Context: an optimization exercise on an open-source flow, tuned for small area. The choices shown serve that exercise and are no tape-out recipe. The RTL was checked by simulation tests, not by an equivalence proof against the original design.

==> v22: inputs <==
## sha3_pad_chunker
module sha3_pad_chunker (
  input  logic         clk,
  input  logic         reset,
  input  logic         in_valid,
  output logic         in_ready,
  input  logic [7:0]   in_data,
  input  logic         in_bvalid,
  input  logic         in_last,
  output logic         pushout,
  output logic [2:0]   doutix,
  output logic [199:0] dout,
  output logic         blk_first,
  output logic         blk_last
);
clock: 5.0 ns
lec_check: 0
cap_margin: 20
core_margin: 2
core_utilization: 60
place_density: 0.8
slew_margin: 20
synth_hierarchical: 1
standard.sh (not shown) runs the stock make flow with config.mk's settings and CLKGATE_MAP_FILE= SYNTH_SCRIPT=/design/flow/synth_recipe.tcl, a recipe that flattens the netlist after the stock synthesis.
==> flow/flow/run.sh <==
#!/bin/bash
# Layout flow: the standard ORFS flow (standard.sh, unchanged synthesis),
# with these changes to how the layout is made:
#   * port buffers use sky130_fd_sc_hd__buf_1 (every input and output port
#     still gets its own buffer);
#   * the clock tree: clkbuf_16 for the root and the upper levels, and
#     clkbuf_4 sink buffers driving clusters of at most 10 flip-flops within
#     40 um, without dummy loads.
# The make output goes to flow_make.log in the work folder; ORFS's own
# per-step logs are under orfs/logs/.
set -euo pipefail
cd "$(dirname "$0")/.."
CTS="-sink_clustering_enable -repair_clock_nets -dont_use_dummy_load"
CTS+=" -buf_list {sky130_fd_sc_hd__clkbuf_4 sky130_fd_sc_hd__clkbuf_16}"
CTS+=" -root_buf sky130_fd_sc_hd__clkbuf_16 -tree_buf sky130_fd_sc_hd__clkbuf_16"
CTS+=" -sink_clustering_buffer sky130_fd_sc_hd__clkbuf_4"
CTS+=" -sink_clustering_size 10 -sink_clustering_max_diameter 40"
bash standard.sh \
  "BUFFER_PORTS_ARGS=-buffer_cell sky130_fd_sc_hd__buf_1" \
  "CTS_ARGS=$CTS" \
  finish > flow_make.log 2>&1
==> inputs of v9, as changes to v22 <==
==> flow/design.v (replaced) <==
`timescale 1ns/1ps
module sha3_pad_chunker (
  input  logic         clk,
  input  logic         reset,
  input  logic         in_valid,
  output logic         in_ready,
  input  logic [7:0]   in_data,
  input  logic         in_bvalid,
  input  logic         in_last,
  output logic         pushout,
  output logic [2:0]   doutix,
  output logic [199:0] dout,
  output logic         blk_first,
  output logic         blk_last
);
  localparam int NB = 136;           
  localparam int CB = 25;            
  logic        wait_reg;             
  logic [2:0]  cc_reg;               
  logic [4:0]  cj_reg;               
  logic [4:0]  gap_reg;              
  logic        pad_pending_reg;
  logic        first_reg;
  logic        last_reg;
  logic [7:0]  buf_q [NB];
  logic emit;
  logic fill;
  logic take;
  logic [2:0] dix;
  assign emit     = gap_reg[4];
  assign fill     = !wait_reg && !emit;
  assign take     = fill && in_valid;
  assign in_ready = reset && fill;
  assign dix      = ~gap_reg[2:0];
  logic [2:0] pc;
  logic [4:0] pj;
  always_comb begin
    pc = cc_reg;
    pj = cj_reg;
    if (in_bvalid) begin
      if (cj_reg == 5'd24) begin
        pc = cc_reg + 3'd1;
        pj = 5'd0;
      end else begin
        pj = cj_reg + 5'd1;
      end
    end
  end
  logic p_full;                      
  assign p_full = (pc == 3'd5) && (pj == 5'd11);
  always_ff @(posedge clk or negedge reset) begin
    if (!reset) begin
      wait_reg        <= 1'b0;
      cc_reg          <= '0;
      cj_reg          <= '0;
      gap_reg         <= '0;
      pad_pending_reg <= 1'b0;
      first_reg       <= 1'b1;
      last_reg        <= 1'b0;
    end else begin
      if (gap_reg != 5'd0) gap_reg <= gap_reg - 5'd1;
      if (take) begin
        cc_reg <= pc;
        cj_reg <= pj;
        if (in_last) begin
          wait_reg <= 1'b1;
          if (!p_full) begin
            last_reg <= 1'b1;
          end else begin
            last_reg        <= 1'b0;
            pad_pending_reg <= 1'b1;
          end
        end else if (p_full) begin
          last_reg <= 1'b0;
          wait_reg <= 1'b1;
        end
      end
      if (wait_reg && gap_reg == 5'd0) begin
        wait_reg <= 1'b0;
        gap_reg  <= 5'd23;
      end
      if (emit && gap_reg[2:0] == 3'b000) begin
        cc_reg    <= '0;
        cj_reg    <= '0;
        first_reg <= last_reg;
        if (pad_pending_reg) begin
          last_reg        <= 1'b1;
          pad_pending_reg <= 1'b0;
          wait_reg        <= 1'b1;
        end
      end
    end
  end
  logic [5:0]  wc;                   
  logic [24:0] wj;                   
  always_comb begin
    for (int c = 0; c < 6; c++) wc[c] = take && in_bvalid && (cc_reg == 3'(c));
    for (int j = 0; j < CB; j++) wj[j] = (cj_reg == 5'(j));
  end
  always_ff @(posedge clk) begin
    for (int k = 0; k < NB; k++)
      if (wc[k / CB] && wj[k % CB]) buf_q[k] <= in_data;
  end
  logic [5:0]  oc;                   
  logic        c_lt;                 
  logic        c_eq;                 
  logic [24:0] vj;                   
  logic [24:0] pad6;                 
  logic        pad8;                 
  always_comb begin
    for (int c = 0; c < 6; c++) oc[c] = emit && (dix == 3'(c));
    c_lt = (dix < cc_reg);
    c_eq = (dix == cc_reg);
    for (int j = 0; j < CB; j++) begin
      vj[j]   = c_lt || (c_eq && (5'(j) < cj_reg));
      pad6[j] = emit && last_reg && c_eq && wj[j];
    end
    pad8 = emit && last_reg && (dix == 3'd5);
  end
  always_comb begin
    dout = '0;
    for (int k = 0; k < NB; k++)
      if (oc[k / CB] && vj[k % CB]) dout[(k % CB)*8 +: 8] = dout[(k % CB)*8 +: 8] | buf_q[k];
    for (int j = 0; j < CB; j++)
      dout[j*8 +: 8] = dout[j*8 +: 8] | (pad6[j] ? 8'h06 : 8'h00);
    dout[10*8 + 7] = dout[10*8 + 7] | pad8;
  end
  assign pushout   = emit;
  assign doutix    = emit ? dix : 3'd0;
  assign blk_first = emit && first_reg;
  assign blk_last  = emit && last_reg;
endmodule
==> flow/run.sh (new file) <==
#!/bin/bash
# synth_recipe.tcl (not shown) runs the flow's synth.tcl, then flattens the netlist and writes it again
# the make line also repeats each setting of config.mk as NAME=value (left out here)
make -C /OpenROAD-flow-scripts/flow DESIGN_CONFIG=/design/flow/config.mk WORK_HOME=/design/flow/orfs CLKGATE_MAP_FILE= SYNTH_SCRIPT=/design/flow/synth_recipe.tcl finish
- CORE_UTILIZATION: 60 -> 40
- PLACE_DENSITY: 0.8 -> unset
- SYNTH_HIERARCHICAL: 1 -> unset
removed: flow/flow/run.sh
removed: flow/standard.sh
==> flow_summary_export.csv <==
group,metric,value,unit
outcome,status,"timing/DRC/antenna clean",
floorplanning,fp.dieH,327,microns
layout,seq_area,0.0331,sq mm
global_route,grtUsageMet1,0.310,
layout,multi_input_gates,1236,
route,wire_per_inst,28.2,microns
the above is filed under v9

==> flow_summary_export.csv <==
group,metric,value,unit
layout,seq_area,0.0333,sq mm
floorplanning,fp.dieH,266,microns
route,wire_per_inst,29.2,microns
layout,multi_input_gates,1105,
outcome,status,"timing/DRC/antenna clean",
the above is filed under v22

separate check: timing with driven ports:
How much do the figures lean on ideal ports? The routed layouts below were timed once more, with nothing changed but the port constraints. Step 1, drivers: a clkbuf_16 drives clk and a buf_2 each remaining input, both assumed. Step 2, shift: input delay + t, output delay - t, t = (earliest + latest rising clock arrival at the registers) / 2. This alone moves slack from input paths to output paths. Three values: ideal ports, drivers, drivers and shift; two values: the first two.
| run | t (ns) | setup slack, ns | clock arrival spread, ns | pins driven straight from the clock port |
|---|---|---|---|---|
| v22 | 0.726 | 0.257 / 0.196 / 0.922 | 0.092 / 0.092 | 1 |
| v9 | 0.761 | 0.102 / 0.035 / 0.710 | 0.043 / 0.044 | 1 |
After both steps every run listed still meets setup and hold.
